Background: an optimization exercise with open tools, aiming at small area, a short achievable clock period and few clock cycles. Do not read the settings as production practice. Only simulation tests tie the RTL to the original design; equivalence was not proved. Power figures rest on the tool's default switching activity, not on a simulated workload.

== red ==
==> flow/design.v <==
module cpu_riscv_pipe #(
  parameter int unsigned XLEN       = 32,
  parameter int unsigned ADDR_WIDTH = 7,
  parameter int unsigned RESET_PC   = 0
) (
  input  logic                  clk,
  input  logic                  reset,
  output logic [ADDR_WIDTH-1:0] imem_addr,
  input  logic [31:0]           imem_rdata,
  input  logic                  imem_valid,
  output logic                  wb_valid,
  output logic [4:0]            wb_rd,
  output logic [XLEN-1:0]       wb_data,
  output logic                  illegal
);
  localparam int unsigned AW  = ADDR_WIDTH;
  localparam int unsigned SHW = $clog2(XLEN);
  localparam logic [6:0] OP_R   = 7'b0110011;
  localparam logic [6:0] OP_I   = 7'b0010011;
  localparam logic [6:0] OP_LUI = 7'b0110111;
  localparam logic [6:0] OP_B   = 7'b1100011;
  logic [AW-1:0]   pc;                  
  logic [XLEN-1:0] rf [1:31];
  logic [31:1]     rf_ok;               
  logic            ex_valid;
  logic [4:0]      ex_rd;
  logic            ex_wr;               
  logic            ex_br, ex_bne, ex_ill, ex_pred;
  logic [AW-1:0]   ex_alt;              
  logic [XLEN-1:0] ex_a, ex_b;          
  logic [SHW-1:0]  ex_sh;               
  logic            ex_a_rf, ex_b_rf;    
  logic            ex_a_fw, ex_b_fw;    
  logic            ex_sub;              
  logic            s_add, s_sll, s_slt, s_sltu, s_xor, s_sr, s_or, s_and;
  logic            ex_sra;
  logic            w_ill;
  logic            w_we;                
  logic [4:0]      w_rd;
  assign imem_addr = pc;
  assign illegal   = w_ill;
  logic [31:0] ins;
  logic [6:0]  opcode, funct7;
  logic [2:0]  funct3;
  logic [4:0]  rd, rs1, rs2;
  logic        is_r, is_addi, is_lui, is_br, writes, nz;
  logic        use_rs1, use_rs2, imm_u, imm_i;
  logic [AW-1:0] br_tgt;
  logic        pred;
  assign ins    = imem_rdata;
  assign opcode = ins[6:0];
  assign rd     = ins[11:7];
  assign funct3 = ins[14:12];
  assign rs1    = ins[19:15];
  assign rs2    = ins[24:20];
  assign funct7 = ins[31:25];
  assign is_r    = (opcode == OP_R) &&
                   ((funct7 == 7'h00) ||
                    ((funct7 == 7'h20) && ((funct3 == 3'd0) || (funct3 == 3'd5))));
  assign is_addi = (opcode == OP_I) && (funct3 == 3'd0);
  assign is_lui  = (opcode == OP_LUI);
  assign is_br   = (opcode == OP_B) && (funct3[2:1] == 2'b00);
  assign writes  = is_r || is_addi || is_lui;
  assign nz      = (rd != 5'd0);
  assign imm_u   = ins[2];
  assign imm_i   = !ins[2] && !ins[5];
  assign use_rs1 = !ins[2];
  assign use_rs2 = !ins[2] && ins[5];
  assign br_tgt = pc + {ins[28:25], ins[11:9]};
  assign pred   = (rs1 == rs2) ^ funct3[0];
  logic eq, mispred;
  assign mispred = ex_valid && ex_br && ((eq ^ ex_bne) != ex_pred);
  logic [XLEN-1:0] rv1, rv2;
  logic            ok1, ok2;
  assign rv1 = (rs1 == 5'd0) ? '0 : rf[rs1];
  assign rv2 = (rs2 == 5'd0) ? '0 : rf[rs2];
  assign ok1 = (rs1 == 5'd0) ? 1'b0 : rf_ok[rs1];
  assign ok2 = (rs2 == 5'd0) ? 1'b0 : rf_ok[rs2];
  logic ex_wr_nz, w_wr_nz, hitE1, hitE2, hitW1, hitW2;
  assign ex_wr_nz = ex_valid && ex_wr && (ex_rd != 5'd0);
  assign w_wr_nz  = w_we;
  assign hitE1 = ex_wr_nz && (ex_rd == rs1);
  assign hitE2 = ex_wr_nz && (ex_rd == rs2);
  assign hitW1 = w_wr_nz && (w_rd == rs1);
  assign hitW2 = w_wr_nz && (w_rd == rs2);
  logic [XLEN-1:0] op1, op2;
  assign op1 = hitW1 ? wb_data : rv1;
  assign op2 = hitW2 ? wb_data : rv2;
  always_ff @(posedge clk) begin
    if (reset) begin
      pc       <= AW'(RESET_PC >> 2);
      ex_valid <= 1'b0;
    end else if (mispred) begin
      pc       <= ex_alt;
      ex_valid <= 1'b0;
    end else if (imem_valid) begin
      pc       <= (is_br && pred) ? br_tgt : pc + AW'(1);
      ex_valid <= 1'b1;
    end else begin
      ex_valid <= 1'b0;
    end
  end
  always_ff @(posedge clk) begin
    ex_rd   <= rd;
    ex_wr   <= writes;
    ex_br   <= is_br;
    ex_bne  <= funct3[0];
    ex_ill  <= !(writes || is_br);
    ex_pred <= pred;
    ex_alt  <= pred ? pc + AW'(1) : br_tgt;
    ex_sub  <= is_r && (((funct3 == 3'd0) && funct7[5]) || (funct3 == 3'd2) || (funct3 == 3'd3));
    ex_sra  <= funct7[5];
    s_add   <= nz && (is_lui || is_addi || (is_r && (funct3 == 3'd0)));
    s_sll   <= nz && is_r && (funct3 == 3'd1);
    s_slt   <= nz && is_r && (funct3 == 3'd2);
    s_sltu  <= nz && is_r && (funct3 == 3'd3);
    s_xor   <= nz && is_r && (funct3 == 3'd4);
    s_sr    <= nz && is_r && (funct3 == 3'd5);
    s_or    <= nz && is_r && (funct3 == 3'd6);
    s_and   <= nz && is_r && (funct3 == 3'd7);
    ex_a    <= op1;
    ex_a_fw <= use_rs1 && hitE1;
    ex_a_rf <= use_rs1 && !hitE1 && (hitW1 || ok1);
    if (imm_u)      ex_b <= {ins[31:12], 12'b0};
    else if (imm_i) ex_b <= XLEN'($signed(ins[31:20]));
    else            ex_b <= op2;
    ex_b_fw <= use_rs2 && hitE2;
    ex_b_rf <= !use_rs2 || (!hitE2 && (hitW2 || ok2));
    ex_sh   <= (is_r && funct3[1:0] == 2'b01) ? op2[SHW-1:0] : '0;
  end
  logic [XLEN-1:0] a, b;
  logic [SHW-1:0]  sh;
  assign a  = ({XLEN{ex_a_fw}} & wb_data) | ({XLEN{ex_a_rf}} & ex_a);
  assign b  = ({XLEN{ex_b_fw}} & wb_data) | ({XLEN{ex_b_rf}} & ex_b);
  assign sh = ({SHW{ex_b_fw}} & wb_data[SHW-1:0]) | ({SHW{ex_b_rf}} & ex_sh);
  assign eq = (a == b);
  logic [XLEN:0]   diff;
  logic [XLEN-1:0] sum, sll, sr, res;
  logic            lt, ltu;
  assign diff = {1'b0, a} + {1'b0, b ^ {XLEN{ex_sub}}} + (XLEN+1)'(ex_sub);
  assign sum  = diff[XLEN-1:0];
  assign ltu  = !diff[XLEN];
  assign lt   = (a[XLEN-1] == b[XLEN-1]) ? diff[XLEN-1] : a[XLEN-1];
  assign sll  = a << sh;
  assign sr   = XLEN'($signed({ex_sra & a[XLEN-1], a}) >>> sh);
  assign res = ({XLEN{s_add}} & sum) |
               ({XLEN{s_sll}} & sll) |
               ({XLEN{s_sr}}  & sr)  |
               ({XLEN{s_xor}} & (a ^ b)) |
               ({XLEN{s_or}}  & (a | b)) |
               ({XLEN{s_and}} & (a & b)) |
               XLEN'(s_slt & lt) | XLEN'(s_sltu & ltu);
  always_ff @(posedge clk) begin
    if (reset) begin
      wb_valid <= 1'b0;
      w_ill    <= 1'b0;
    end else begin
      wb_valid <= ex_valid && ex_wr;
      w_ill    <= ex_valid && ex_ill;
    end
  end
  always_ff @(posedge clk) begin
    wb_rd   <= ex_rd;
    wb_data <= res;
  end
  always_ff @(posedge clk) begin
    if (reset) w_we <= 1'b0;
    else       w_we <= ex_wr_nz;
    if (ex_wr_nz) w_rd <= ex_rd;
  end
  always_ff @(posedge clk) begin
    if (w_wr_nz) rf[w_rd] <= wb_data;
  end
  always_ff @(posedge clk) begin
    if (reset) rf_ok <= '0;
    else if (w_wr_nz) rf_ok[w_rd] <= 1'b1;
  end
endmodule
clock: 10.0 ns
lec_check: 0
cap_margin: 20
core_margin: 2
core_utilization: 50
slew_margin: 20
standard.sh (not shown) runs the stock make flow with config.mk's settings and CLKGATE_MAP_FILE= SYNTH_SCRIPT=/design/flow/synth_recipe.tcl, a recipe that flattens the netlist after the stock synthesis.
==> flow/flow/run.sh <==
#!/bin/bash
# Layout: the standard flow (standard.sh), run in three parts so that the timing
# repair after clock-tree synthesis and after global routing aims at a setup margin
# beyond the clock period. Synthesis, floorplan, placement, CTS, routing and the
# constraints are the standard ones. Each part's full output goes to its own log here.
set -euo pipefail
MARGIN=6.5
bash standard.sh synth floorplan place > log_1_synth_floorplan_place.txt 2>&1
bash standard.sh SETUP_SLACK_MARGIN=$MARGIN cts > log_2_cts.txt 2>&1
bash standard.sh SETUP_SLACK_MARGIN=$MARGIN finish > log_3_route_finish.txt 2>&1
Testbench counts of red, summed over its fixed seeds: cycles 14,594.
For blue, these inputs were changed with respect to red:
- changing CORE_UTILIZATION from 50 to 60
Results
Summary of blue over red: net switching share of the total power moved up; fraction of area in clock buffers and inverters moved down. Looking at area of the core, blue sits below red. blue drops more vias than red. Re share of the core filled with cells in the final layout: red was lower than blue. blue vs red: vertical die dimension down in blue.

-- static timing again, ports no longer ideal --
Ports are ideal in the flow. The routed layouts listed here were re-timed in OpenROAD. Step 1 (the two cells are an assumption about what drives the block):
set clk [get_ports {clk}]
set_driving_cell -lib_cell sky130_fd_sc_hd__clkbuf_16 $clk
set_driving_cell -lib_cell sky130_fd_sc_hd__buf_2 [delete_from_list [all_inputs] $clk]
Step 2 times the ports against the registers' clock, not the clock port: input delays grow and output delays shrink by t, the midpoint of the rising clock arrivals with the driver on. a / b / c = ideal ports / drivers / drivers and shift; a / b = the first two.
| run | t, ns | setup slack, ns | hold slack, ns | worst register clock-pin slew, ns | worst data-port slew with drivers (ns) |
|---|---|---|---|---|---|
| red | 0.809 | 6.281 / 6.157 / 5.347 | 0.434 / 0.434 / 0.434 | 0.08 / 0.08 | 0.38 |
| blue | 0.824 | 6.288 / 6.060 / 5.237 | 0.441 / 0.441 / 0.441 | 0.07 / 0.07 | 0.44 |
After both steps setup and hold are still met in every run listed. The setup slack of blue, which loses most, moves by -0.228 ns with the drivers and by -1.051 ns with both steps.
